From an optimization exercise on the open Yosys and OpenROAD flow, aimed at small area; shortcuts taken in it are not production practice. In this exercise RTL edits were held to simulation tests only and were not proved equivalent to the original. Power figures rest on the tool's default switching activity, not on a simulated workload.

File: standard.sh
#!/bin/bash
# synth_recipe.tcl (not shown) runs the flow's synth.tcl, then flattens the netlist and writes it again
# the make line also repeats each setting of config.mk as NAME=value (left out here)
make -C /OpenROAD-flow-scripts/flow DESIGN_CONFIG=/design/flow/config.mk WORK_HOME=/design/flow/orfs CLKGATE_MAP_FILE= SYNTH_SCRIPT=/design/flow/synth_recipe.tcl "${@:-finish}"
File: design.v
module apb_slave_regfile
#(
  parameter int          DEPTH    = 24,
  parameter logic [31:0] ID_VALUE = 32'hA9B0_0001
) (
  input  logic        clk,
  input  logic        rst,
  input  logic        clr,
  input  logic        set,
  input  logic        rd,
  input  logic [4:0]  addr,
  input  logic [31:0] wdata,
  output logic [31:0] rdata
);
  if (DEPTH != 24) begin : g_bad_param
    $error("apb_slave_regfile: the read tree is built for DEPTH = 24");
  end
  localparam int NGRP = DEPTH / 3;
  logic [31:0]      mem_q [0:DEPTH-1];
  logic [DEPTH-1:1] valid_q;
  logic [1:0] clr_n [1:DEPTH-1];
  logic [1:0] set_w [1:DEPTH-1];
  logic [1:0] rsel2 [0:DEPTH-1];
  for (genvar i = 1; i < DEPTH; i++) begin : g_word
    logic hit;
    assign hit = (addr == 5'(i));
    for (genvar h = 0; h < 2; h++) begin : g_half
      apb_slave_row_drv u_drv (
        .hit  (hit),
        .clr  (clr),
        .set  (set),
        .rd   (rd),
        .valid(valid_q[i]),
        .clr_n(clr_n[i][h]),
        .set_w(set_w[i][h]),
        .rsel (rsel2[i][h])
      );
      always_ff @(posedge clk) begin
        mem_q[i][16*h+15:16*h] <= (mem_q[i][16*h+15:16*h] & {16{clr_n[i][h]}})
                                | (wdata[16*h+15:16*h] & {16{set_w[i][h]}});
      end
    end
    always_ff @(posedge clk or posedge rst) begin
      if (rst)                 valid_q[i] <= 1'b0;
      else if (!clr_n[i][0])   valid_q[i] <= 1'b1;
    end
  end
  assign rsel2[0] = {2{rd && addr == 5'd0}};
  for (genvar b = 0; b < 32; b++) begin : g_id
    assign mem_q[0][b] = ID_VALUE[b] ? rsel2[0][b/16] : 1'b0;
  end
  logic [31:0] grp_n [NGRP];
  for (genvar g = 0; g < NGRP; g++) begin : g_grp
    for (genvar b = 0; b < 32; b++) begin : g_bit
      apb_slave_rd_aoi u_aoi (
        .s  ({rsel2[3*g+2][b/16], rsel2[3*g+1][b/16], rsel2[3*g][b/16]}),
        .d  ({mem_q[3*g+2][b], mem_q[3*g+1][b], mem_q[3*g][b]}),
        .y_n(grp_n[g][b])
      );
    end
  end
  always_comb begin
    rdata = '1;
    for (int g = 0; g < NGRP; g++) rdata = rdata & grp_n[g];
    rdata = ~rdata;
  end
endmodule
module apb_slave_rd_aoi
(
  input  logic [2:0] s,
  input  logic [2:0] d,
  output logic       y_n
);
  assign y_n = ~|(s & d);
endmodule
module apb_slave_row_drv
(
  input  logic hit,
  input  logic clr,
  input  logic set,
  input  logic rd,
  input  logic valid,
  output logic clr_n,
  output logic set_w,
  output logic rsel
);
  assign clr_n = !(clr && hit);
  assign set_w = set && hit;
  assign rsel  = rd && valid && hit;
endmodule
module apb_slave
#(
  parameter int          DEPTH       = 24,
  parameter int          WAIT_CYCLES = 2,
  parameter logic [31:0] ID_VALUE    = 32'hA9B0_0001
) (
  input  logic        PCLK,
  input  logic        PRESET,
  input  logic        PSELx,
  input  logic        PENABLE,
  input  logic        PWRITE,
  input  logic [4:0]  PADDR,
  input  logic [31:0] PWDATA,
  output logic        PREADY,
  output logic [31:0] PRDATA,
  output logic        PSLVERR
);
  if (DEPTH < 2 || DEPTH > 32 || WAIT_CYCLES != 2) begin : g_bad_param
    $error("apb_slave: built for DEPTH 2..32 and WAIT_CYCLES = 2");
  end
  localparam logic [1:0] P_IDLE = 2'd0;
  localparam logic [1:0] P_W2   = 2'd1;
  localparam logic [1:0] P_W1   = 2'd2;
  localparam logic [1:0] P_W0   = 2'd3;
  logic [1:0]  phase_q, phase_d;
  logic [4:0]  addr_q;
  logic        write_q;
  logic [31:0] wdata_q;
  logic        setup, ready, err, we, wpend_q;
  logic [31:0] rf_rdata;
  assign setup = PSELx && !PENABLE;
  assign ready = (phase_q == P_W0) && PSELx && PENABLE;
  always_comb begin
    if (setup)                 phase_d = P_W2;
    else if (!PSELx || !PENABLE) phase_d = P_IDLE;
    else begin
      case (phase_q)
        P_W2:    phase_d = P_W1;
        P_W1:    phase_d = P_W0;
        default: phase_d = P_IDLE;
      endcase
    end
  end
  always_ff @(posedge PCLK or posedge PRESET) begin
    if (PRESET) phase_q <= P_IDLE;
    else        phase_q <= phase_d;
  end
  always_ff @(posedge PCLK) begin
    if (setup) begin
      addr_q  <= PADDR;
      write_q <= PWRITE;
      wdata_q <= PWDATA;
    end
  end
  assign err = (int'(addr_q) >= DEPTH) || (write_q && addr_q == 5'd0);
  assign we  = ready && write_q && !err;
  always_ff @(posedge PCLK or posedge PRESET) begin
    if (PRESET) wpend_q <= 1'b0;
    else        wpend_q <= we;
  end
  apb_slave_regfile #(.DEPTH(DEPTH), .ID_VALUE(ID_VALUE)) u_regfile (
    .clk   (PCLK),
    .rst   (PRESET),
    .clr   (we),
    .set   (wpend_q),
    .rd    (!write_q),
    .addr  (addr_q),
    .wdata (wdata_q),
    .rdata (rf_rdata)
  );
  assign PREADY  = ready;
  assign PSLVERR = err;
  assign PRDATA  = rf_rdata;
endmodule
File: config.mk
export PLATFORM = sky130hd
export DESIGN_NAME = apb_slave
export DESIGN_NICKNAME = apb_slave
export VERILOG_FILES = /design/flow/design.v
export SDC_FILE = /design/flow/constraint.sdc
export NUM_CORES = 4
export LEC_CHECK = 0
export CAP_MARGIN = 20
export CORE_MARGIN = 2
export CORE_UTILIZATION = 75
export CTS_BUF_LIST = sky130_fd_sc_hd__clkbuf_8
export CTS_CLUSTER_DIAMETER = 60
export CTS_CLUSTER_SIZE = 15
export SLEW_MARGIN = 20
export SYNTH_HIERARCHICAL = 1
File: flow/run.sh
#!/bin/bash
# Layout flow: the standard ORFS flow (standard.sh, which runs the
# standard synthesis unchanged), with two settings changed:
#  - the port buffers are buf_1 cells instead of the larger cell the resizer
#    picks on its own (every port still gets its buffer);
#  - clock tree synthesis uses clkbuf_8 cells in clusters of at most 17
#    flip-flops and inserts no dummy loads.
# The make output goes to flow_make.log here; ORFS keeps each step's log
# under orfs/logs/.
set -euo pipefail
export BUFFER_PORTS_ARGS="-buffer_cell sky130_fd_sc_hd__buf_1"
export CTS_ARGS="-sink_clustering_enable -repair_clock_nets -buf_list sky130_fd_sc_hd__clkbuf_8 -sink_clustering_size 17 -sink_clustering_max_diameter 60 -dont_use_dummy_load"
bash standard.sh > flow_make.log 2>&1
File: constraint.sdc
create_clock -name core_clock -period 7.0 [get_ports {PCLK}]
set_input_delay 1.4000 -clock core_clock [delete_from_list [all_inputs] [get_ports {PCLK}]]
set_output_delay 1.4000 -clock core_clock [all_outputs]
set_load 0.01 [all_outputs]
==> metrics.yaml, run 1 <==
status: "complete, no violations"
slowest_delay_ns: 0.82
fmax_mhz: 187
crit_type: "flip-flop to primary output"
worst_slack_ns: 1.65
fp.dieH_um: 199
fin_tns_setup_ns: 0
dp_hpwl_um: 51100
critPathLaunchType: "flip-flop"
max_slew_margin: 0.209
slew_violations: 0
synth_cells: 2353
crit_arrival_ns: 3.95
drv_cap: 0
wire_per_inst_um: 28.4
final_hold_viol_count: 0
grt_pass1_wl_um: 122000
required_ns: 5.60
area_growth_pct: 2.55
tightest_slew_ns: 1.19
portBuffers: 75
wl_um: 78700
globalRoute.totalOverflow: 0
antenna_left: 0
clkLatencyLatePin_ns: 0.69
numCtsBuffers: 53
seq_area_frac_synth: 0.582
layout-drive-gt1-share: 0.0430
hold_buffers: 0
die_width_um: 199
worst_setup_path_end_kind: "primary output"
cp_max_fo: 16
min-delay-path-class: "flip-flop to flip-flop"
gp_congestion: 0.897
clk_pin_slew_ns: 0.09
ctsResizeCount: 0
final_nets: 2304
coreArea_um2: 37500
syn_avg_cell_area_um2: 12.1
min_period_ns: 5.35
antennaDiodeCount: 0
drt-pass1-iter-count: 10
start_util: 0.758
power.density_nw_per_um2: 235
grt_pass1_vias: 20600
cp_top_family: "simple AND/OR/NAND/NOR gates"
vias: 22000
cts_setup_buffers: 0
post-place-ws_ns: 2.59
synth_cell_types: 28
avgViaCountPerCell: 7.95
ys_seq_elements: 800
path_cells: "nand2b_1, nor3_1, and3_1, a222oi_1, nand4_1, or2_2, buf_1"
setup_violations: 0
ir_worst_vdd_mv: 0.173
die-area_um2: 39500
drc_errors: 0
cts_num_sinks: 800
grt_usage: 0.393
cts-root-buf: "clkbuf_8"
synth_warnings: 79
drt_iter0_markers: 4286
cts_buffer_depth: 3
grt_max_degree: 47
h-tree-depth: 2
fin_crit_sh: 0.764
antenna_found_initial: 2
fin_skew_ns: 0.0471
worstPathBufferInverterCount: 1
boundaryPins: 76
fill_cells: 2455
rsz0062_at_grt: "false"
p_leak_nw: 11.1
tritoncts: "yes"
core.rowCount: 71
netlist_area_um2: 28400
slowest_stage: "nor3_1"
layer usage:
layer  track usage  wire length [µm]  vias to the layer above
li1              -                 -                     9368
met2         0.560             33700                     1695
met5             0                 0                        -
met3        0.0948             11400                      145
met4         0.106              1750                        0
met1         0.595             31900                    10800
flip-flops by register name, indices dropped and copies added (netlist names):
name and flops:
wdata_q 32, u_regfile.mem_q 736, write_q 1, u_regfile.valid_q 23, addr_q 5, phase_q 2
wpend_q 1
area by class of cell:
cell class | count | area, µm² | area share
Multi-Input combinational cell | 1319 | 10900 | 0.373
Tap cell | 511 | 639 | 0.0219
Timing Repair Buffer | 80 | 347 | 0.0119
Clock buffer | 53 | 729 | 0.0250
Sequential cell | 800 | 16500 | 0.567
Inverter | 6 | 22.5 | 0.000773
Yosys stat by module (local to each module, per instance), a selection:
module	area (µm²)	times used	flip-flops and latches
apb_slave_rd_aoi	10.0	256	0
apb_slave	1320	1	41
apb_slave_row_drv	16.3	46	0
logic make-up after synthesis:
group,synth area share
compound gates,0.318
flops,0.582
simple gates,0.0605
buf+inv,0.0390
fa+ha+maj,0.000880
other cells,0.000132
power breakdown:
group	total, mW	leakage [nW]	switching [mW]	internal [mW]
Clock	2.04	0.381	1.36	0.679
Sequential	4.74	6.64	0.121	4.62
Combinational	0.0710	4.04	0.0402	0.0307
cell usage in the layout, fill, tap and decap left out, drive strengths merged:
cell type and instances:
conb 24, edfxtp 38, a222oi 256, nand2b 26
ha 2, nor2 14, dfrtp 26, nand2 50
or2 32, inv 6, or3 1, nor4 2
a22o 736, or3b 2, dfxtp 736, nand3b 1
and2 46, a21boi 1, and3 49, nand4 64
or4 1, o2111a 1, nor3 8, clkbuf 53
nor2b 2, buf 80, o31ai 1
Yosys cell counts (all sizes together):
cell type	count	area (µm²)
a21boi	1	7.51
a222oi	256	2560
a22o	736	6450
and2	46	288
and3	49	307
buf	115	576
clkbuf	136	510
conb	1	3.75
dfrtp	26	651
dfxtp	736	14700
edfxtp	38	1140
ha	2	25.0
inv	6	22.5
nand2	50	188
nand2b	26	163
nand3b	1	7.51
nand4	64	400
nor2	14	52.6
nor2b	2	12.5
nor3	8	50.1
nor4	2	12.5
o2111a	1	11.3
o31ai	1	7.51
or2	32	200
or3	1	6.26
or3b	2	22.5
or4	1	11.3
path summary, 6_finish.rpt:
path	from	to	slack, ns	cells past startpoint
max	addr_q[4]$_DFFE_PP_	PRDATA[25]	1.65	7
min	u_regfile.mem_q[8][25]$_DFF_P_	u_regfile.mem_q[8][25]$_DFF_P_	0.48	1
max reg2reg	addr_q[4]$_DFFE_PP_	u_regfile.mem_q[11][29]$_DFF_P_	4.05	4
min reg2reg	u_regfile.mem_q[8][25]$_DFF_P_	u_regfile.mem_q[8][25]$_DFF_P_	0.48	1
max in group asynchronous	PRESET	u_regfile.valid_q[16]$_DFFE_PP0N_	5.89	3
min in group asynchronous	PRESET	phase_q[1]$_DFF_PP0_	0.57	2
per-stage QoR:
stage | hold slack [ns] | std cells | instance area [µm²] | util | total power, mW
2_1_floorplan | 0.438 | 2376 | 28500 | - | 4.84
3_3_place_gp | 0.451 | 2714 | 28400 | 0.757 | 4.89
3_5_place_dp | 0.452 | 2714 | 28400 | 0.757 | 4.90
4_1_cts | 0.480 | 2767 | 29100 | 0.776 | 6.84
5_1_grt | 0.487 | 2769 | 29100 | 0.777 | 7.03
6_report | 0.477 | 2769 | 29100 | 0.777 | 6.85
==> run 2, diff against run 1 <==
--- a/design.v
+++ b/design.v
@@ -17,20 +17,23 @@
   end
   localparam int NGRP = DEPTH / 3;
   logic [31:0]      mem_q [0:DEPTH-1];
-  logic [DEPTH-1:1] valid_q;
+  logic             clr_all_q;
+  always_ff @(posedge clk or posedge rst) begin
+    if (rst) clr_all_q <= 1'b1;
+    else     clr_all_q <= 1'b0;
+  end
   logic [1:0] clr_n [1:DEPTH-1];
   logic [1:0] set_w [1:DEPTH-1];
   logic [1:0] rsel2 [0:DEPTH-1];
   for (genvar i = 1; i < DEPTH; i++) begin : g_word
     logic hit;
-    assign hit = (addr == 5'(i));
+    assign hit = (addr == 5'(i)) || clr_all_q;
     for (genvar h = 0; h < 2; h++) begin : g_half
       apb_slave_row_drv u_drv (
         .hit  (hit),
-        .clr  (clr),
+        .clr  (clr || clr_all_q),
         .set  (set),
         .rd   (rd),
-        .valid(valid_q[i]),
         .clr_n(clr_n[i][h]),
         .set_w(set_w[i][h]),
         .rsel (rsel2[i][h])
@@ -39,10 +42,6 @@
         mem_q[i][16*h+15:16*h] <= (mem_q[i][16*h+15:16*h] & {16{clr_n[i][h]}})
                                 | (wdata[16*h+15:16*h] & {16{set_w[i][h]}});
       end
-    end
-    always_ff @(posedge clk or posedge rst) begin
-      if (rst)                 valid_q[i] <= 1'b0;
-      else if (!clr_n[i][0])   valid_q[i] <= 1'b1;
     end
   end
   assign rsel2[0] = {2{rd && addr == 5'd0}};
@@ -79,14 +78,13 @@
   input  logic clr,
   input  logic set,
   input  logic rd,
-  input  logic valid,
   output logic clr_n,
   output logic set_w,
   output logic rsel
 );
   assign clr_n = !(clr && hit);
   assign set_w = set && hit;
-  assign rsel  = rd && valid && hit;
+  assign rsel  = rd && hit;
 endmodule
 module apb_slave
 #(
==> run 2 against run 1 <==
First-iteration DRC count increased by 4.0%. Register-to-register slack lost 0.17 ns. Via count is 0.18% lower. Worst hold slack is essentially flat. Utilization up 0.16 points. Count of clock-buffer cells in the layout down 1. Critical endpoint is now PRDATA[27]. Largest power group unchanged.
==> metrics.yaml, run 2 <==
numCtsBuffers: 52
cts_num_sinks: 778
top_register: "u_regfile.mem_q"
required_ns: 5.60
finalPower_mw: 6.92
clk_pin_slew_ns: 0.10
hold_buffers: 0
ys_seq_elements: 778
drc_errors: 0
layout-drive-gt1-share: 0.0447
grt_usage: 0.409
start_util: 0.763
worst_setup_path_end_kind: "primary output"
synth_cell_types: 31
h-tree-depth: 2
drv_cap: 0
ys_top_cells_by_area: "dfxtp_1 53%, a22o_1 23%, a222oi_1 9.2%"
status: "complete, no violations"
yosys_most_used_dff: "dfxtp_1"
fin_crit_sh: 0.744
synth_top_cell_area_share: 0.527
die-area_um2: 38800
syn_avg_cell_area_um2: 12.1
setup_violations: 0
critPathLaunchType: "flip-flop"
core.rowCount: 70
final_nets: 2263
vias: 22000
tritoncts: "yes"
slew_violations: 0
top_regs: "u_regfile.mem_q (736), wdata_q (32), addr_q (5)"
boundaryPins: 76
crit_type: "flip-flop to primary output"
grt_pass1_vias: 20400
min_period_ns: 5.21
antenna_found_initial: 1
antenna_left: 0
final_cell_mix: "736 x a22o_1, 736 x dfxtp_1, 256 x a222oi_1"
post-synth-top-area-cell: "dfxtp_1"
worstPathBufferInverterCount: 1
fmax_mhz: 192
max_slew_margin: 0.176
ctsResizeCount: 0
netlist_area_um2: 27900
crit_arrival_ns: 3.81
area_growth_pct: 2.06
min-delay-path-class: "flip-flop to flip-flop"
die_width_um: 197
wl_um: 81800
synth-edff-count: 38
synth.top_cells.by_count: "736 x a22o_1, 736 x dfxtp_1, 256 x a222oi_1, 209 x buf_2, 92 x and2_1"
wire_per_inst_um: 30.4
globalRoute.totalOverflow: 0
fp.dieH_um: 197
grt_max_degree: 47
synth_cells: 2311
power.density_nw_per_um2: 243
final_hold_viol_count: 0
gp_congestion: 0.884
synthArstFlopShare: 0.00514
cts_setup_buffers: 0
dp_hpwl_um: 50900
coreArea_um2: 36600
tightest_slew_ns: 1.24
slowest_delay_ns: 0.80
path_cells: "nand3b_1, o21bai_1, and2_1, a222oi_1, nand4_1, or2_2, buf_1"
avgViaCountPerCell: 8.18
cp_max_fo: 16
portBuffers: 75
largest_reg_flops: 736
cp_top_family: "simple AND/OR/NAND/NOR gates"
ir_worst_vdd_mv: 0.210
slowest_stage: "and2_1"
clkLatencyLatePin_ns: 0.70
drt-pass1-iter-count: 10
drt_iter0_markers: 4456
synth_warnings: 79
fin_skew_ns: 0.0458
cts-root-buf: "clkbuf_8"
holdWs_ns: 0.477
seq_area_frac_synth: 0.572
p_leak_nw: 10.7
grt_pass1_wl_um: 123000
rsz0062_at_grt: "false"
fin_tns_setup_ns: 0
cts_buffer_depth: 3
[run 2: changes by cell type after synthesis, sizes merged, moves of 3 or more]
cell and change:
clkbuf -93, a21o +11, a31o +4, nor2 -12
dfrtp -23, o21bai +8, nor3b +3, nand2b -24
and3 -47, nor3 -7, and2 +46, buf +94
[run 2: cell type report]
type                            instances  area, µm²
Antenna cell                            1       2.50
Clock buffer                           52        716
Fill cell                            2343       8090
Inverter                                5       18.8
Multi-Input combinational cell       1300      10800
Sequential cell                       778      16000
Tap cell                              468        586
Timing Repair Buffer                   82        382
[run 2: kinds of logic after synthesis]
kind of cell	count (synthesis)	share of synthesized area
AO/OA/AOI/OAI	1018	0.330
flip-flops	778	0.572
buffers and inverters	257	0.0439
AND/OR/NAND/NOR	255	0.0536
adder cells (fa/ha/maj)	2	0.000895
other	1	0.000134
[run 2: worst paths after layout]
kind / from / endpoint / slack [ns] / depth (start not counted)
max: addr_q[4]$_DFFE_PP_ / PRDATA[27] / 1.79 / 7
min: u_regfile.mem_q[22][28]$_DFF_P_ / u_regfile.mem_q[22][28]$_DFF_P_ / 0.48 / 1
max reg2reg: addr_q[0]$_DFFE_PP_ / u_regfile.mem_q[17][23]$_DFF_P_ / 3.88 / 5
min reg2reg: u_regfile.mem_q[22][28]$_DFF_P_ / u_regfile.mem_q[22][28]$_DFF_P_ / 0.48 / 1
max in group asynchronous: PRESET / wpend_q$_DFF_PP0_ / 6.18 / 2
min in group asynchronous: PRESET / phase_q[1]$_DFF_PP0_ / 0.64 / 2
[run 2: routing by layer]
layer | global-route usage | share of wire
met3 | 0.0879 | 0.13
met1 | 0.572 | 0.38
met2 | 0.604 | 0.43
met4 | 0.207 | 0.052
met5 | 0 | 0.00016
[run 2: through the flow]
| stage | area, µm² | worst slack, ns | instances | util |
|---|---|---|---|---|
| 6_report | 28500 | 1.79 | 2686 | 0.779 |
| 4_1_cts | 28400 | 1.93 | 2682 | 0.777 |
| 3_5_place_dp | 27700 | 2.65 | 2630 | 0.757 |
| 5_1_grt | 28500 | 1.77 | 2685 | 0.779 |
| 3_3_place_gp | 27700 | 2.70 | 2630 | 0.757 |
| 2_1_floorplan | 28000 | 3.41 | 2335 | - |
[run 2: report_power, final]
group / leakage (nW) / internal, mW / total, mW / switching (mW)
logic: 4.04 / 0.0562 / 0.311 / 0.255
registers: 6.33 / 4.49 / 4.62 / 0.131
clock network: 0.374 / 0.667 / 1.99 / 1.32
total: 10.7 / 5.21 / 6.92 / 1.71
[run 2: modules after synthesis, one instance, submodules excluded, excerpt]
module / area, µm² / cells
apb_slave_row_drv: 16.3 / 3
apb_slave_rd_aoi: 10.0 / 1
apb_slave: 1320 / 56
[run 2: worst register-to-register path: stages, from the launching register on]
cell and delay, ns:
edfxtp_1 0.57, or4_4 0.60, o2111a_1 0.26, or2_2 0.64, nand2_1 0.76, a22o_1 0.24
==> run 3, diff against run 2 <==
--- a/design.v
+++ b/design.v
@@ -51,11 +51,19 @@
   logic [31:0] grp_n [NGRP];
   for (genvar g = 0; g < NGRP; g++) begin : g_grp
     for (genvar b = 0; b < 32; b++) begin : g_bit
-      apb_slave_rd_aoi u_aoi (
-        .s  ({rsel2[3*g+2][b/16], rsel2[3*g+1][b/16], rsel2[3*g][b/16]}),
-        .d  ({mem_q[3*g+2][b], mem_q[3*g+1][b], mem_q[3*g][b]}),
-        .y_n(grp_n[g][b])
-      );
+      if (g == 0 && !ID_VALUE[b]) begin : g_id0
+        apb_slave_rd_aoi2 u_aoi (
+          .s  ({rsel2[2][b/16], rsel2[1][b/16]}),
+          .d  ({mem_q[2][b], mem_q[1][b]}),
+          .y_n(grp_n[g][b])
+        );
+      end else begin : g_w
+        apb_slave_rd_aoi u_aoi (
+          .s  ({rsel2[3*g+2][b/16], rsel2[3*g+1][b/16], rsel2[3*g][b/16]}),
+          .d  ({mem_q[3*g+2][b], mem_q[3*g+1][b], mem_q[3*g][b]}),
+          .y_n(grp_n[g][b])
+        );
+      end
     end
   end
   always_comb begin
@@ -68,6 +76,14 @@
 (
   input  logic [2:0] s,
   input  logic [2:0] d,
+  output logic       y_n
+);
+  assign y_n = ~|(s & d);
+endmodule
+module apb_slave_rd_aoi2
+(
+  input  logic [1:0] s,
+  input  logic [1:0] d,
   output logic       y_n
 );
   assign y_n = ~|(s & d);
==> run 3 against run 2 <==
First-iteration DRC count down 11%. Global-route usage down 0.13 points. Wire length down 0.93%. Total power fell by 0.22%. Critical path type unchanged. Highest routed layer is now met4.
==> metrics.yaml, run 3 <==
status: "complete, no violations"
ctsResizeCount: 0
post-synth-top-area-cell: "dfxtp_1"
synth_top_family_by_area: "compound AO/OA/AOI/OAI gates"
core.rowCount: 70
syn_avg_cell_area_um2: 12.1
vias: 21700
tightest_slew_ns: 1.26
coreArea_um2: 36700
min-delay-path-class: "flip-flop to flip-flop"
boundaryPins: 76
hold_buffers: 0
final_cell_mix: "736 x a22o_1, 736 x dfxtp_1, 232 x a222oi_1"
cts-root-buf: "clkbuf_8"
top_register: "u_regfile.mem_q"
fmax_mhz: 191
required_ns: 5.60
yosys_most_used_dff: "dfxtp_1"
min_period_ns: 5.24
globalRoute.totalOverflow: 0
dp_hpwl_um: 51200
cts_num_sinks: 778
drt_iter0_markers: 3985
netSwitchingPower_mw: 1.70
synth_cell_types: 32
wl_um: 81000
synthMuxAreaShare: 0
synth_cells: 2311
synth_warnings: 79
power_frac_seq: 0.668
largest_reg_flops: 736
p_leak_nw: 10.7
p_int_mw: 5.20
cts_buffer_depth: 3
clk_pin_slew_ns: 0.10
synthArstFlopShare: 0.00514
grt_pass1_wl_um: 123000
critPathLaunchType: "flip-flop"
yosys.area_share.simple: 0.0535
rsz0062_at_grt: "false"
numCtsBuffers: 51
power.density_nw_per_um2: 242
synthXorXnorAreaFrac: 0
seq_area_frac_synth: 0.571
reg2reg_depth: 5
cp_max_fo: 16
wire_per_inst_um: 30.4
ys_top_cells_by_area: "dfxtp_1 53%, a22o_1 23%, a222oi_1 8.3%"
min_path_cells: 1
synth-edff-count: 38
fp.dieH_um: 197
crit_type: "flip-flop to primary output"
h-tree-depth: 2
ir_worst_vdd_mv: 0.223
place_inst: 2604
clkPwrFrac: 0.286
fin_skew_ns: 0.0396
grt_usage: 0.408
final_hold_viol_count: 0
grt_pass1_vias: 20200
worst_slack_ns: 1.76
die-area_um2: 38900
antennaDiodeCount: 0
synth_top_cell_area_share: 0.526
post-place-ws_ns: 2.62
die_width_um: 197
clkLatencyLatePin_ns: 0.70
portBuffers: 75
pwr-share-comb: 0.045
top_regs: "u_regfile.mem_q (736), wdata_q (32), addr_q (5)"
layout-drive-gt1-share: 0.0561
synth.top_cells.by_count: "736 x a22o_1, 736 x dfxtp_1, 232 x a222oi_1, 209 x buf_2, 92 x and2_1"
drt-pass1-iter-count: 13
setup_violations: 0
slew_violations: 0
area_growth_pct: 1.71
antenna_left: 0
fin_tns_setup_ns: 0
final_nets: 2239
max_slew_margin: 0.162
start_util: 0.763
synthAdderAreaFrac: 0.000894
synth-compound-area-share: 0.331
fin_crit_sh: 0.749
drc_errors: 0
drv_cap: 0
ys_seq_elements: 778
switching_share: 0.247
netlist_area_um2: 28000
worst_setup_path_end_kind: "primary output"
cts_setup_buffers: 0
grt_max_degree: 47
crit_arrival_ns: 3.84
utilization: 0.776
tritoncts: "yes"
antenna_found_initial: 3
gp_congestion: 0.927
avgViaCountPerCell: 8.16
layout.cells.non_filler: 2661
[run 3: cell types whose count changed after synthesis, sizes merged]
| cell | change |
|---|---|
| a222oi | -24 |
| a22oi | +24 |
[run 3: logic make-up after synthesis]
logic type               count (synthesis)
AND/OR/NAND/NOR                        255
other                                    1
AO/OA/AOI/OAI                         1018
adder cells (fa/ha/maj)                  2
flip-flops                             778
buffers and inverters                  257
[run 3: final cells by class]
type | count | area [µm²]
clock buffer | 51 | 702
fill | 2386 | 8220
inverter | 5 | 18.8
multi-input combinational | 1276 | 10800
sequential | 778 | 16000
tap | 468 | 586
timing repair buffer | 83 | 392
[run 3: power groups by stage]
stage	registers (mW)	clock network, mW	logic (mW)
finish	4.62	1.98	0.313
global route	4.62	2.13	0.324
CTS	4.61	1.97	0.284
detailed placement	4.72	0	0.283
global placement	4.71	0	0.279
floorplan	4.61	0	0.254
[run 3: final timing paths]
kind | start | end | slack (ns)
max in group asynchronous | PRESET | phase_q[1]$_DFF_PP0_ | 6.09
min reg2reg | u_regfile.mem_q[6][5]$_DFF_P_ | u_regfile.mem_q[6][5]$_DFF_P_ | 0.48
min | u_regfile.mem_q[6][5]$_DFF_P_ | u_regfile.mem_q[6][5]$_DFF_P_ | 0.48
min in group asynchronous | PRESET | wpend_q$_DFF_PP0_ | 0.70
max reg2reg | addr_q[0]$_DFFE_PP_ | u_regfile.mem_q[17][30]$_DFF_P_ | 3.83
max | addr_q[1]$_DFFE_PP_ | PRDATA[12] | 1.76
[run 3: worst max-delay path, cell delays in order, from the launching register on]
cell and delay (ns):
edfxtp_1 0.58, nor2b_1 0.27, a21o_1 0.28, and2_1 0.39
a222oi_1 0.78, nand4_1 0.35, or2_2 0.37, buf_1 0.13
[run 3: through the flow]
step / power (mW) / hold WS, ns / cell area, µm²
2_1_floorplan: 4.87 / 0.438 / 28000
3_3_place_gp: 4.99 / 0.451 / 27700
3_5_place_dp: 5.00 / 0.451 / 27700
4_1_cts: 6.87 / 0.479 / 28400
5_1_grt: 7.07 / 0.490 / 28500
6_report: 6.91 / 0.480 / 28500
[run 3: Yosys stat by module, one instance, submodules excluded, excerpt]
module	flip-flops and latches	cells inside
apb_slave	41	56
apb_slave_rd_aoi	0	1
apb_slave_row_drv	0	3
apb_slave_rd_aoi2	0	1
[run 3: per-layer routing]
layer,GRT usage,up-vias,wire (µm)
met2,0.601,1659,34800
li1,-,9138,-
met5,0,-,0
met4,0.118,0,2430
met3,0.119,199,12100
met1,0.586,10700,31700
==> run 4, diff against run 3 <==
--- a/design.v
+++ b/design.v
@@ -150,11 +150,9 @@
     else        phase_q <= phase_d;
   end
   always_ff @(posedge PCLK) begin
-    if (setup) begin
-      addr_q  <= PADDR;
-      write_q <= PWRITE;
-      wdata_q <= PWDATA;
-    end
+    addr_q  <= (addr_q  & {5{PENABLE}})  | (PADDR  & {5{setup}});
+    write_q <= (write_q & PENABLE)       | (PWRITE & setup);
+    wdata_q <= (wdata_q & {32{PENABLE}}) | (PWDATA & {32{setup}});
   end
   assign err = (int'(addr_q) >= DEPTH) || (write_q && addr_q == 5'd0);
   assign we  = ready && write_q && !err;
==> run 4 against run 3 <==
Cell count increased by 1.2%. Clock skew grew 0.013 ns. Register-to-register slack improved by 0.11 ns. Critical endpoint is now PRDATA[26].
==> metrics.yaml, run 4 <==
status: "complete, no violations"
netSwitchingPower_mw: 1.76
synth.most_common_cell: "dfxtp_1"
synth_top_family_by_area: "compound AO/OA/AOI/OAI gates"
fp.dieH_um: 197
setup_violations: 0
required_ns: 5.60
fin_tns_setup_ns: 0
hold_buffers: 0
clkPwrFrac: 0.283
slew_violations: 0
reg2reg_depth: 5
synth_cell_types: 33
seq_area_um2: 15600
holdPathEnd: "wpend_q$_DFF_PP0_"
post-synth-top-area-cell: "dfxtp_1"
syn_avg_cell_area_um2: 11.9
area_growth_pct: 1.31
clk_pin_slew_ns: 0.11
ir_worst_vdd_mv: 0.189
power.density_nw_per_um2: 244
synth-edff-count: 0
slowest_delay_ns: 0.63
wl_met1_um: 31100
min-delay-path-class: "flip-flop to flip-flop"
antenna_left: 0
wl_um: 80100
ys_top_cells_by_area: "dfxtp_1 55%, a22o_1 24%, a222oi_1 8.3%"
final_nets: 2272
switching_share: 0.254
globalRoute.totalOverflow: 0
ctsResizeCount: 0
pwr-share-comb: 0.052
grt_pass1_vias: 20700
dp_hpwl_um: 50500
yosys.area_share.simple: 0.0535
final_cell_mix: "773 x a22o_1, 758 x dfxtp_1, 232 x a222oi_1"
min_path_cells: 1
netlist_area_um2: 28000
largest_reg_flops: 736
cts-root-buf: "clkbuf_8"
seq_area_frac_synth: 0.557
gp_congestion: 0.940
worstPathBufferInverterCount: 1
synth_warnings: 79
synthXorXnorAreaFrac: 0
cp_max_fo: 16
p_int_mw: 5.16
fill_cells: 2429
min_period_ns: 5.20
r2r-end: "u_regfile.mem_q[20][8]$_DFF_P_"
vias: 22000
tritoncts: "yes"
r2r-start: "addr_q[0]$_DFF_P_"
drt_iter0_markers: 3828
synth_cells: 2358
coreArea_um2: 36700
boundaryPins: 76
top_layer_used: "met5"
final_hold_viol_count: 0
fin_skew_ns: 0.0523
core.rowCount: 70
rsz0062_at_grt: "false"
max_slew_margin: 0.179
top_register: "u_regfile.mem_q"
dr_wl_met3_um: 9900
cts_buffer_depth: 3
power_frac_seq: 0.665
die_width_um: 197
antenna_found_initial: 1
cp_top_family: "simple AND/OR/NAND/NOR gates"
die-area_um2: 38900
drv_cap: 0
crit_arrival_ns: 3.80
top_regs: "u_regfile.mem_q (736), wdata_q (32), addr_q (5)"
utilization: 0.773
p_leak_nw: 10.7
synthAdderAreaFrac: 0.000894
drc_errors: 0
cts_setup_buffers: 0
grt_pass1_wl_um: 124000
critPathLaunchType: "flip-flop"
antennaDiodeCount: 0
grt_max_degree: 47
met2_length_um: 34800
tightest_slew_ns: 1.23
wire_per_inst_um: 29.8
reg2reg_slack_ns: 3.94
avgViaCountPerCell: 8.17
layout-drive-gt1-share: 0.0611
synthArstFlopShare: 0.00514
start_util: 0.763
fin_crit_sh: 0.743
yosys_most_used_dff: "dfxtp_1"
path_cells: "nand3b_1, o21bai_1, and2_1, a222oi_1, nand4_1, or2_2, buf_1"
clkLatencyLatePin_ns: 0.70
worst_setup_path_end_kind: "primary output"
grt_usage: 0.405
drt-pass1-iter-count: 10
crit_type: "flip-flop to primary output"
synth-compound-area-share: 0.343
synth_top_cell_area_share: 0.553
fmax_mhz: 192
hp-start: "write_q$_DFF_P_"
ys_seq_elements: 778
portBuffers: 75
h-tree-depth: 2
multi_input_area_um2: 11100
synthMuxAreaShare: 0
numCtsBuffers: 51
cts_num_sinks: 778
synth.top_cells.by_count: "774 x dfxtp_1, 773 x a22o_1, 232 x a222oi_1, 212 x buf_2, 92 x and2_1"
slowest_stage: "a222oi_1"
final_common_cell: "a22o_1"
[run 4: cell count changes after synthesis, sizes merged]
cell    previous run  this run
edfxtp            38         0
a22o             736       774
dfxtp            736       774
clkbuf            43        47
buf              209       214
[run 4: how the worst max path moves through the flow]
stage | slack (ns) | endpoint | cells past startpoint | start
after floorplan | 3.64 | PRDATA[0] | 7 | addr_q[1]$_DFF_P_
after global placement | 2.72 | PRDATA[0] | 7 | addr_q[1]$_DFF_P_
after detailed placement | 2.64 | u_regfile.mem_q[16][11]$_DFF_P_ | 7 | PENABLE
after CTS | 1.91 | PRDATA[26] | 7 | addr_q[4]$_DFF_P_
after global routing | 1.78 | PRDATA[26] | 7 | addr_q[4]$_DFF_P_
final | 1.80 | PRDATA[26] | 7 | addr_q[4]$_DFF_P_
[run 4: routing by layer]
metal / vias up / track usage
li1: 9289 / -
met1: 10800 / 0.567
met2: 1683 / 0.604
met3: 238 / 0.0760
met4: 2 / 0.205
met5: - / 0
[run 4: power by group through the flow]
stage               clock [mW]  combinational (mW)  sequential [mW]
global placement             0               0.340             4.69
floorplan                    0               0.310             4.57
detailed placement           0               0.344             4.69
CTS                       1.97               0.345             4.59
finish                    1.96               0.359             4.60
global route              2.12               0.373             4.61
[run 4: through the flow]
stage | power [mW] | cells | instance area, µm² | worst slack (ns) | hold WS, ns
finish | 6.92 | 2694 | 28400 | 1.80 | 0.467
global route | 7.10 | 2694 | 28400 | 1.78 | 0.489
CTS | 6.91 | 2694 | 28400 | 1.91 | 0.465
detailed placement | 5.04 | 2643 | 27700 | 2.64 | 0.451
global placement | 5.03 | 2643 | 27600 | 2.72 | 0.451
floorplan | 4.88 | 2358 | 28000 | 3.64 | 0.438
[run 4: Yosys stat by module (local to each module, per instance), a selection]
module,times used,area [µm²],cells inside,flops+latches
apb_slave,1,1320,103,41
apb_slave_rd_aoi,232,10.0,1,0
apb_slave_rd_aoi2,24,12.5,1,0
apb_slave_row_drv,46,16.3,3,0
[run 4: cell type report]
type,count,share of cell area
flip-flops and latches,778,0.550
multi-input cells,1314,0.393
clock buffers,51,0.0247
well taps,468,0.0206
repair buffers,78,0.0108
inverters,5,0.000662
[run 4: logic make-up (layout without fill, tap and decap cells)]
family	after synthesis	after routing
compound gates	1056	1056
fa+ha+maj	2	2
buf+inv	266	134
flops	778	778
other cells	1	1
simple gates	255	255
==> run 5, diff against run 4 <==
--- a/design.v
+++ b/design.v
@@ -9,7 +9,7 @@
   input  logic        set,
   input  logic        rd,
   input  logic [4:0]  addr,
-  input  logic [31:0] wdata,
+  input  logic [31:0] wdata_n,    
   output logic [31:0] rdata
 );
   if (DEPTH != 24) begin : g_bad_param
@@ -23,7 +23,7 @@
     else     clr_all_q <= 1'b0;
   end
   logic [1:0] clr_n [1:DEPTH-1];
-  logic [1:0] set_w [1:DEPTH-1];
+  logic [1:0] set_n [1:DEPTH-1];
   logic [1:0] rsel2 [0:DEPTH-1];
   for (genvar i = 1; i < DEPTH; i++) begin : g_word
     logic hit;
@@ -35,12 +35,12 @@
         .set  (set),
         .rd   (rd),
         .clr_n(clr_n[i][h]),
-        .set_w(set_w[i][h]),
+        .set_n(set_n[i][h]),
         .rsel (rsel2[i][h])
       );
       always_ff @(posedge clk) begin
         mem_q[i][16*h+15:16*h] <= (mem_q[i][16*h+15:16*h] & {16{clr_n[i][h]}})
-                                | (wdata[16*h+15:16*h] & {16{set_w[i][h]}});
+                                | ~(wdata_n[16*h+15:16*h] | {16{set_n[i][h]}});
       end
     end
   end
@@ -95,11 +95,11 @@
   input  logic set,
   input  logic rd,
   output logic clr_n,
-  output logic set_w,
+  output logic set_n,
   output logic rsel
 );
   assign clr_n = !(clr && hit);
-  assign set_w = set && hit;
+  assign set_n = !(set && hit);
   assign rsel  = rd && hit;
 endmodule
 module apb_slave
@@ -129,7 +129,7 @@
   logic [1:0]  phase_q, phase_d;
   logic [4:0]  addr_q;
   logic        write_q;
-  logic [31:0] wdata_q;
+  logic [31:0] wdata_n_q;    
   logic        setup, ready, err, we, wpend_q;
   logic [31:0] rf_rdata;
   assign setup = PSELx && !PENABLE;
@@ -152,7 +152,7 @@
   always_ff @(posedge PCLK) begin
     addr_q  <= (addr_q  & {5{PENABLE}})  | (PADDR  & {5{setup}});
     write_q <= (write_q & PENABLE)       | (PWRITE & setup);
-    wdata_q <= (wdata_q & {32{PENABLE}}) | (PWDATA & {32{setup}});
+    wdata_n_q <= (wdata_n_q & {32{PENABLE}}) | (~PWDATA & {32{setup}});
   end
   assign err = (int'(addr_q) >= DEPTH) || (write_q && addr_q == 5'd0);
   assign we  = ready && write_q && !err;
@@ -167,7 +167,7 @@
     .set   (wpend_q),
     .rd    (!write_q),
     .addr  (addr_q),
-    .wdata (wdata_q),
+    .wdata_n(wdata_n_q),
     .rdata (rf_rdata)
   );
   assign PREADY  = ready;
==> run 5 against run 4 <==
Still clean. Combinational power increased by 1%. Clock power barely moved. Sequential share of layout area up 0.17 points. Synthesized cell count up 31%. First-iteration DRC count is 5.9% higher. Worst hold slack is essentially flat. Final area fell by 0.43%. Total power grew 0.54%.
==> metrics.yaml, run 5 <==
netSwitchingPower_mw: 1.78
die_width_um: 196
crit_arrival_ns: 3.89
status: "complete, no violations"
cts-root-buf: "clkbuf_8"
clkLatencyLatePin_ns: 0.69
synth.top_cells.by_count: "863 x nand2_1, 774 x dfxtp_1, 764 x o21ai_0, 232 x a222oi_1, 165 x clkbuf_1"
cts_buffer_depth: 3
syn_avg_cell_area_um2: 8.93
grt_pass1_wl_um: 127000
p_leak_nw: 9.96
final_hold_viol_count: 0
holdPathEnd: "u_regfile.mem_q[17][26]$_DFF_P_"
hp-start: "u_regfile.mem_q[17][26]$_DFF_P_"
ys_seq_elements: 778
r2r-start: "addr_q[1]$_DFF_P_"
cts_setup_buffers: 0
synth_warnings: 79
synth_cells: 3080
synthArstFlopShare: 0.00514
wire_per_inst_um: 23.9
required_ns: 5.60
min_path_cells: 2
largest_reg_flops: 736
min-delay-path-class: "flip-flop to flip-flop"
drv_cap: 0
wl_um: 82900
grt_pass1_vias: 22200
hold_buffers: 0
drt_iter0_markers: 4055
drc_errors: 0
fill_cells: 2582
gp_congestion: 0.927
clk_pin_slew_ns: 0.10
switching_share: 0.256
fin_tns_setup_ns: 0
layout-drive-gt1-share: 0.0411
synth_cell_types: 33
post-synth-top-area-cell: "dfxtp_1"
seq_area_um2: 15600
critPathLaunchType: "flip-flop"
max_slew_margin: 0.155
synth_top_cell_area_share: 0.563
r2r-end: "u_regfile.mem_q[21][8]$_DFF_P_"
tritoncts: "yes"
power.density_nw_per_um2: 246
slew_violations: 0
multi_input_area_um2: 11000
reg2reg_slack_ns: 3.90
top_regs: "u_regfile.mem_q (736), wdata_n_q (32), addr_q (5)"
reg2reg_depth: 6
final_cell_mix: "863 x nand2_1, 773 x dfxtp_1, 764 x o21ai_0"
synth-edff-count: 0
netlist_area_um2: 27500
vias: 24400
cp_max_fo: 16
place_area_um2: 27500
setup_violations: 0
h-tree-depth: 2
start_util: 0.757
grt_max_degree: 49
rsz0062_at_grt: "false"
boundaryPins: 76
fp.dieH_um: 196
core.rowCount: 70
portBuffers: 75
power_frac_seq: 0.661
area_growth_pct: 2.70
antenna_found_initial: 2
tightest_slew_ns: 1.27
clkPwrFrac: 0.286
cts_num_sinks: 778
coreArea_um2: 36300
final_area_um2: 28200
min_period_ns: 5.29
finalPower_mw: 6.96
final_nets: 3042
dp_hpwl_um: 53600
antenna_left: 0
seq_area_frac_synth: 0.567
p_int_mw: 5.18
globalRoute.totalOverflow: 0
ctsResizeCount: 0
drt-pass1-iter-count: 10
pwr-share-comb: 0.052
synth.most_common_cell: "nand2_1"
avgViaCountPerCell: 7.04
fin_skew_ns: 0.0365
top_register: "u_regfile.mem_q"
yosys_most_used_dff: "dfxtp_1"
fmax_mhz: 189
final_common_cell: "nand2_1"
antennaDiodeCount: 0
fin_crit_sh: 0.756
crit_type: "flip-flop to primary output"
grt_usage: 0.427
ys_top_cells_by_area: "dfxtp_1 56%, o21ai_0 14%, nand2_1 12%"
numCtsBuffers: 52
ir_worst_vdd_mv: 0.216
die-area_um2: 38200
worst_setup_path_end_kind: "primary output"
[run 5: cell types whose count changed in the layout (fill, tap and decap cells not counted), sizes merged]
cell    change
and2       -46
nand2b      +1
nand2     +814
a22o      -768
o21ai     +768
clkbuf      +1
and2b       -1
nor2b       +1
[run 5: power by group through the flow]
stage               Combinational, mW  Clock, mW  Sequential [mW]
finish                          0.364       1.99             4.60
global route                    0.382       2.13             4.61
CTS                             0.347       1.99             4.59
detailed placement              0.346          0             4.69
global placement                0.343          0             4.69
floorplan                       0.292          0             4.58
[run 5: per-module statistics from Yosys (local to each module, per instance), a selection]
module / cell area (µm²) / flip-flops and latches / cells
apb_slave: 1310 / 41 / 135
apb_slave_rd_aoi: 10.0 / 0 / 1
apb_slave_rd_aoi2: 12.5 / 0 / 1
apb_slave_row_drv: 13.8 / 0 / 3
[run 5: layout make-up]
cell class / count / area share
inverters: 5 / 0.000664
well taps: 468 / 0.0207
clock buffers: 52 / 0.0253
flip-flops and latches: 778 / 0.552
repair buffers: 78 / 0.0108
multi-input cells: 2083 / 0.390
[run 5: worst max-delay path: stages, from the launching register on]
cell and delay [ns]:
dfxtp_1 0.56, nand3b_1 0.23, o21bai_1 0.23, and2_1 0.46, a222oi_1 0.78, nand4_1 0.41
or2_2 0.41, buf_1 0.13
[run 5: how the worst max path moves through the flow]
stage / endpoint / slack, ns / startpoint
after floorplan: PRDATA[0] / 3.61 / addr_q[1]$_DFF_P_
after global placement: PRDATA[19] / 2.68 / addr_q[4]$_DFF_P_
after detailed placement: PRDATA[19] / 2.62 / addr_q[4]$_DFF_P_
after CTS: PRDATA[19] / 1.87 / addr_q[4]$_DFF_P_
after global routing: PRDATA[19] / 1.62 / addr_q[4]$_DFF_P_
final: PRDATA[19] / 1.71 / addr_q[4]$_DFF_P_
[run 5: cells by family after synthesis]
group / synth area share
simple gates: 0.155
other cells: 0.000136
fa+ha+maj: 0.000910
compound gates: 0.244
buf+inv: 0.0321
flops: 0.567
[run 5: per-stage QoR]
stage | utilization | cells | setup slack [ns] | hold slack [ns]
global placement | 0.757 | 3412 | 2.68 | 0.434
detailed placement | 0.757 | 3412 | 2.62 | 0.444
CTS | 0.777 | 3464 | 1.87 | 0.468
global route | 0.777 | 3464 | 1.62 | 0.487
finish | 0.777 | 3464 | 1.71 | 0.468
floorplan | - | 3080 | 3.61 | 0.425
[run 5: metal layers]
metal / global-route usage / share of wire / routed length (µm) / vias up
li1: - / - / - / 10900
met1: 0.595 / 0.38 / 31200 / 11500
met2: 0.635 / 0.43 / 35700 / 1761
met3: 0.107 / 0.15 / 12100 / 281
met4: 0.179 / 0.047 / 3880 / 4
met5: 0 / 0.00022 / 18 / -
==> run 6, diff against run 5 <==
--- a/design.v
+++ b/design.v
@@ -33,7 +33,6 @@
         .hit  (hit),
         .clr  (clr || clr_all_q),
         .set  (set),
-        .rd   (rd),
         .clr_n(clr_n[i][h]),
         .set_n(set_n[i][h]),
         .rsel (rsel2[i][h])
@@ -44,7 +43,7 @@
       end
     end
   end
-  assign rsel2[0] = {2{rd && addr == 5'd0}};
+  assign rsel2[0] = {2{addr == 5'd0}};
   for (genvar b = 0; b < 32; b++) begin : g_id
     assign mem_q[0][b] = ID_VALUE[b] ? rsel2[0][b/16] : 1'b0;
   end
@@ -69,7 +68,7 @@
   always_comb begin
     rdata = '1;
     for (int g = 0; g < NGRP; g++) rdata = rdata & grp_n[g];
-    rdata = ~rdata;
+    rdata = ~rdata & {32{rd}};
   end
 endmodule
 module apb_slave_rd_aoi
@@ -93,14 +92,13 @@
   input  logic hit,
   input  logic clr,
   input  logic set,
-  input  logic rd,
   output logic clr_n,
   output logic set_n,
   output logic rsel
 );
   assign clr_n = !(clr && hit);
   assign set_n = !(set && hit);
-  assign rsel  = rd && hit;
+  assign rsel  = hit;
 endmodule
 module apb_slave
 #(
==> run 6 against run 5 <==
Flip-flop and latch count unchanged. Non-clock buffer count grew 14. Synthesized area grew 1.1%. Total power shrank 0.21%.
==> metrics.yaml, run 6 <==
status: "complete, no violations"
seq_area_um2: 15600
utilization: 0.772
cp_top_family: "compound AO/OA/AOI/OAI gates"
die_width_um: 197
tightest_slew_ns: 1.29
min-delay-path-class: "flip-flop to flip-flop"
synthArstFlopShare: 0.00514
rsz0062_at_grt: "false"
met2_length_um: 36800
hold_buffers: 0
dp_hpwl_um: 53100
tritoncts: "yes"
vias: 24500
cts_num_sinks: 778
final_hold_viol_count: 0
synth_top_cell_area_share: 0.557
synth.most_common_cell: "nand2_1"
slowest_delay_ns: 0.80
fill_cells: 2601
netlist_area_um2: 27800
clk_pin_slew_ns: 0.11
cp_max_fo: 36
ctsResizeCount: 0
dr_wl_met3_um: 11500
gp_congestion: 0.936
synth.top_cells.by_count: "863 x nand2_1, 774 x dfxtp_1, 764 x o21ai_0, 232 x a222oi_1, 118 x clkbuf_1"
yosys_most_used_dff: "dfxtp_1"
required_ns: 5.60
worstPathBufferInverterCount: 1
cts_buffer_depth: 3
wl_um: 84600
portBuffers: 75
finalPower_mw: 6.95
layout-drive-gt1-share: 0.0418
grt_pass1_wl_um: 128000
coreArea_um2: 36500
synth_cells: 3086
ys_seq_elements: 778
cts_setup_buffers: 0
multi_input_area_um2: 10900
fin_tns_setup_ns: 0
numCtsBuffers: 52
seq_area_frac_synth: 0.561
area_growth_pct: 1.45
synth-edff-count: 0
clkLatencyLatePin_ns: 0.68
reg2reg_slack_ns: 3.62
largest_reg_flops: 736
drv_cap: 0
p_leak_nw: 9.91
ir_worst_vdd_mv: 0.225
antennaDiodeCount: 0
slowest_stage: "a222oi_1"
drt_iter0_markers: 4311
slew_violations: 0
path_cells: "nor2_2, a31o_2, a222oi_1, nand4_1, o21a_1, buf_1"
grt_pass1_vias: 22200
crit_arrival_ns: 3.65
synth_warnings: 79
core.rowCount: 70
top_regs: "u_regfile.mem_q (736), wdata_n_q (32), addr_q (5)"
final_common_cell: "nand2_1"
crit_type: "flip-flop to primary output"
min_period_ns: 5.05
start_util: 0.761
final_nets: 3010
fin_skew_ns: 0.0317
syn_avg_cell_area_um2: 9.01
wl_met1_um: 30800
crit_cells: 6
max_slew_margin: 0.136
h-tree-depth: 2
avgViaCountPerCell: 7.14
grt_usage: 0.427
critPathLaunchType: "flip-flop"
antenna_found_initial: 0
globalRoute.totalOverflow: 0
fin_crit_sh: 0.721
setup_violations: 0
reg2reg_depth: 6
boundaryPins: 76
grt_max_degree: 47
post-synth-top-area-cell: "dfxtp_1"
antenna_left: 0
die-area_um2: 38600
worst_setup_path_end_kind: "primary output"
min_path_cells: 2
wire_per_inst_um: 24.6
cts-root-buf: "clkbuf_8"
power.density_nw_per_um2: 246
synth_cell_types: 44
top_layer_used: "met4"
ys_top_cells_by_area: "dfxtp_1 56%, o21ai_0 14%, nand2_1 12%"
drc_errors: 0
fmax_mhz: 198
fp.dieH_um: 197
final_cell_mix: "863 x nand2_1, 770 x dfxtp_1, 764 x o21ai_0"
top_register: "u_regfile.mem_q"
drt-pass1-iter-count: 11
[run 6: cell type report]
class / count / area share
sequential: 778 / 0.553
multi-input combinational: 2035 / 0.385
clock buffer: 52 / 0.0254
tap: 468 / 0.0208
timing repair buffer: 92 / 0.0146
inverter: 7 / 0.000932
[run 6: worst min-delay path: cells and delay by family (launching register included)]
family | cells | cell delay, ns
AO/OA/AOI/OAI | 1 | 0.05
AND/OR/NAND/NOR | 1 | 0.05
flip-flops | 1 | 0.33
[run 6: final timing paths]
| path | to | startpoint |
|---|---|---|
| setup / recovery | PRDATA[23] | addr_q[4]$_DFF_P_ |
| hold / removal | u_regfile.mem_q[20][12]$_DFF_P_ | u_regfile.mem_q[20][12]$_DFF_P_ |
| max in group asynchronous | phase_q[0]$_DFF_PP0_ | PRESET |
| setup reg to reg | u_regfile.mem_q[21][2]$_DFF_P_ | addr_q[3]$_DFF_P_ |
| min in group asynchronous | wpend_q$_DFF_PP0_ | PRESET |
| hold reg to reg | u_regfile.mem_q[20][12]$_DFF_P_ | u_regfile.mem_q[20][12]$_DFF_P_ |
[run 6: kinds of logic (layout without fill, tap and decap cells)]
logic type,count (synthesis),after routing,share of synthesized area
AO/OA/AOI/OAI,1088,1088,0.251
AND/OR/NAND/NOR,944,944,0.138
flip-flops,778,778,0.561
buffers and inverters,273,151,0.0488
adder cells (fa/ha/maj),2,2,0.000900
other,1,1,0.000135
[run 6: power by group]
part / internal (mW) / switching [mW] / leakage [nW] / total, mW
clock network: 0.667 / 1.33 / 0.374 / 1.99
registers: 4.45 / 0.159 / 6.29 / 4.61
logic: 0.0657 / 0.277 / 3.25 / 0.343
[run 6: per-stage QoR]
| step | instances | hold WS, ns | setup slack [ns] | area [µm²] |
|---|---|---|---|---|
| finish | 3432 | 0.464 | 1.95 | 28200 |
| global route | 3432 | 0.482 | 1.88 | 28200 |
| CTS | 3432 | 0.466 | 2.03 | 28200 |
| detailed placement | 3380 | 0.444 | 2.78 | 27500 |
| global placement | 3380 | 0.436 | 2.83 | 27500 |
| floorplan | 3086 | 0.425 | 3.86 | 27800 |
[run 6: routing by layer]
layer  track usage  vias to the layer above
met2         0.659                     1909
met1         0.563                    11500
met5             0                        -
met4         0.233                        0
met3        0.0941                      347
li1              -                    10800
[run 6: per-module statistics from Yosys, one instance, submodules excluded, excerpt]
module | flops+latches | area [µm²]
apb_slave_rd_aoi | 0 | 10.0
apb_slave_row_drv | 0 | 15.0
apb_slave | 41 | 1310
apb_slave_rd_aoi2 | 0 | 12.5
==> run 7, diff against run 6 <==
--- a/design.v
+++ b/design.v
@@ -51,11 +51,13 @@
   for (genvar g = 0; g < NGRP; g++) begin : g_grp
     for (genvar b = 0; b < 32; b++) begin : g_bit
       if (g == 0 && !ID_VALUE[b]) begin : g_id0
-        apb_slave_rd_aoi2 u_aoi (
+        logic y;
+        apb_slave_rd_ao2 u_ao (
           .s  ({rsel2[2][b/16], rsel2[1][b/16]}),
           .d  ({mem_q[2][b], mem_q[1][b]}),
-          .y_n(grp_n[g][b])
+          .y  (y)
         );
+        assign grp_n[g][b] = !y;
       end else begin : g_w
         apb_slave_rd_aoi u_aoi (
           .s  ({rsel2[3*g+2][b/16], rsel2[3*g+1][b/16], rsel2[3*g][b/16]}),
@@ -79,13 +81,13 @@
 );
   assign y_n = ~|(s & d);
 endmodule
-module apb_slave_rd_aoi2
+module apb_slave_rd_ao2
 (
   input  logic [1:0] s,
   input  logic [1:0] d,
-  output logic       y_n
+  output logic       y
 );
-  assign y_n = ~|(s & d);
+  assign y = |(s & d);
 endmodule
 module apb_slave_row_drv
 (
==> run 7 against run 6 <==
Synthesized area fell by 0.11%. Clock power hardly changed. Critical path depth stayed put. First-iteration DRC count is 5.1% lower. Largest power group unchanged. Highest routed layer unchanged. Non-clock buffer count shrank 2. Count of clock-buffer cells in the layout stayed put. Die area is 0.11% lower.
==> metrics.yaml, run 7 <==
top_regs: "u_regfile.mem_q (736), wdata_n_q (32), addr_q (5)"
cts_num_sinks: 778
worst_slack_ns: 1.97
r2r-end: "u_regfile.mem_q[5][13]$_DFF_P_"
grt_pass1_vias: 23100
netlist_area_um2: 27800
min_path_cells: 2
post-synth-top-area-cell: "dfxtp_1"
fill_cells: 2611
wl_um: 83500
synthArstFlopShare: 0.00514
antennaDiodeCount: 0
seq_area_frac_synth: 0.562
dp_hpwl_um: 52200
clkLatencyLatePin_ns: 0.69
multi_input_area_um2: 10800
crit_type: "flip-flop to primary output"
h-tree-depth: 2
synth_cells: 3086
grt_pass1_wl_um: 129000
fin_crit_sh: 0.719
syn_avg_cell_area_um2: 9.00
cts-root-buf: "clkbuf_8"
drt_iter0_markers: 4090
cts_setup_buffers: 0
tritoncts: "yes"
die_width_um: 196
wire_per_inst_um: 24.4
status: "complete, no violations"
worst_setup_path_end_kind: "primary output"
rsz0062_at_grt: "false"
fmax_mhz: 199
min-delay-path-class: "flip-flop to flip-flop"
clk_pin_slew_ns: 0.11
tightest_slew_ns: 1.15
final_cell_mix: "863 x nand2_1, 774 x dfxtp_1, 764 x o21ai_0"
fin_skew_ns: 0.0523
layout-drive-gt1-share: 0.0324
final_common_cell: "nand2_1"
required_ns: 5.60
gp_congestion: 0.951
seq_area_um2: 15600
coreArea_um2: 36500
grt_max_degree: 47
p_leak_nw: 9.94
core.rowCount: 70
largest_reg_flops: 736
synth_cell_types: 44
ys_top_cells_by_area: "dfxtp_1 56%, o21ai_0 14%, nand2_1 12%"
r2r-start: "addr_q[2]$_DFF_P_"
cts_buffer_depth: 3
boundaryPins: 76
synth.most_common_cell: "nand2_1"
fp.dieH_um: 196
critPathLaunchType: "flip-flop"
drc_errors: 0
grt_usage: 0.428
ir_worst_vdd_mv: 0.210
fin_tns_setup_ns: 0
power.density_nw_per_um2: 246
globalRoute.totalOverflow: 0
avgViaCountPerCell: 7.11
portBuffers: 75
ys_seq_elements: 778
numCtsBuffers: 52
die-area_um2: 38600
setup_violations: 0
crit_arrival_ns: 3.63
max_slew_margin: 0.235
synth_top_cell_area_share: 0.558
holdPathEnd: "u_regfile.mem_q[20][17]$_DFF_P_"
drt-pass1-iter-count: 10
final_nets: 3008
drv_cap: 0
top_register: "u_regfile.mem_q"
cp_max_fo: 36
slew_violations: 0
start_util: 0.760
synth.top_cells.by_count: "863 x nand2_1, 774 x dfxtp_1, 764 x o21ai_0, 232 x a222oi_1, 118 x clkbuf_1"
synth_warnings: 80
antenna_found_initial: 1
hp-start: "u_regfile.mem_q[20][17]$_DFF_P_"
hold_buffers: 0
ctsResizeCount: 0
yosys_most_used_dff: "dfxtp_1"
area_growth_pct: 1.38
min_period_ns: 5.03
synth-edff-count: 0
reg2reg_depth: 6
reg2reg_slack_ns: 3.63
post-place-ws_ns: 2.83
finalPower_mw: 6.93
vias: 24400
antenna_left: 0
final_hold_viol_count: 0
run 7: worst max-delay path by stage:
stage,to,cells after the start,start,slack (ns)
after floorplan,PRDATA[0],7,addr_q[2]$_DFF_P_,3.86
after global placement,PRDATA[2],7,addr_q[2]$_DFF_P_,2.85
after detailed placement,PRDATA[20],6,addr_q[2]$_DFF_P_,2.83
after CTS,PRDATA[27],6,addr_q[0]$_DFF_P_,2.05
after global routing,PRDATA[12],6,addr_q[2]$_DFF_P_,1.89
final,PRDATA[12],6,addr_q[0]$_DFF_P_,1.97
run 7: where the power goes:
group | internal (mW) | switching (mW) | total, mW
registers | 4.45 | 0.143 | 4.60
logic | 0.0653 | 0.280 | 0.345
clock network | 0.666 | 1.32 | 1.99
total | 5.18 | 1.75 | 6.93
run 7: metrics by stage:
step | instance area (µm²) | hold WS (ns) | util | cells
final | 28200 | 0.466 | 0.771 | 3430
after global routing | 28200 | 0.486 | 0.771 | 3430
after CTS | 28100 | 0.466 | 0.771 | 3430
after detailed placement | 27400 | 0.444 | 0.751 | 3378
after global placement | 27400 | 0.432 | 0.751 | 3378
after floorplan | 27800 | 0.425 | - | 3086
run 7: Yosys stat by module, one instance, submodules excluded, excerpt:
module,flip-flops and latches,times used,area [µm²]
apb_slave,41,1,1310
apb_slave_row_drv,0,46,15.0
apb_slave_rd_aoi,0,232,10.0
apb_slave_rd_ao2,0,24,8.76
run 7: cells by family (layout without fill, tap and decap cells):
group,Yosys count,after routing,share of synthesized area
compound gates,1088,1088,0.248
simple gates,944,944,0.140
flops,778,778,0.562
buf+inv,273,149,0.0488
fa+ha+maj,2,2,0.000901
other cells,1,1,0.000135
run 7: layout make-up:
type,count,share of cell area
Tap cell,468,0.0208
Sequential cell,778,0.554
Timing Repair Buffer,90,0.0140
Inverter,7,0.000933
Clock buffer,52,0.0254
Multi-Input combinational cell,2035,0.385
run 7: critical path, cell delays in order, from the launching register on:
cell,delay (ns)
dfxtp_1,0.75
nor3b_4,0.12
a21o_2,0.51
a222oi_1,0.88
nand4b_1,0.20
o21a_1,0.29
buf_1,0.15
run 7: metal layers:
| metal | share of wire | vias up | track usage |
|---|---|---|---|
| met2 | 0.44 | 1841 | 0.656 |
| met1 | 0.36 | 11400 | 0.544 |
| li1 | - | 10800 | - |
| met5 | 0 | - | 0 |
| met3 | 0.12 | 424 | 0.0773 |
| met4 | 0.082 | 0 | 0.324 |

re-timing with driven ports:
How much do the figures lean on ideal ports? The routed layouts below were timed once more, with nothing changed but the port constraints.
Step 1, drivers: a clkbuf_16 drives PCLK and a buf_2 each remaining input, both assumed.
Step 2 also shifts input and output timing later by t, the mid clock arrival at the registers, as if the neighbouring blocks saw the same clock.
Slacks: no drivers / after step 1 / after step 2; pairs: no drivers / after step 1.
run	t, ns	setup WS [ns]	worst setup path at the end	latest minus earliest clock arrival (ns)
run 1	0.725	1.655 / 1.601 / 2.326	register to output	0.050 / 0.050
run 2	0.727	1.793 / 1.740 / 2.467	register to output	0.048 / 0.048
run 3	0.739	1.758 / 1.701 / 2.440	register to output	0.039 / 0.040
run 4	0.726	1.800 / 1.744 / 2.469	register to output	0.053 / 0.053
run 5	0.726	1.709 / 1.656 / 2.382	register to output	0.039 / 0.039
run 6	0.724	1.952 / 1.900 / 2.625	register to output	0.039 / 0.039
run 7	0.723	1.967 / 1.913 / 2.636	register to output	0.052 / 0.052
After both steps every run listed still meets setup and hold.
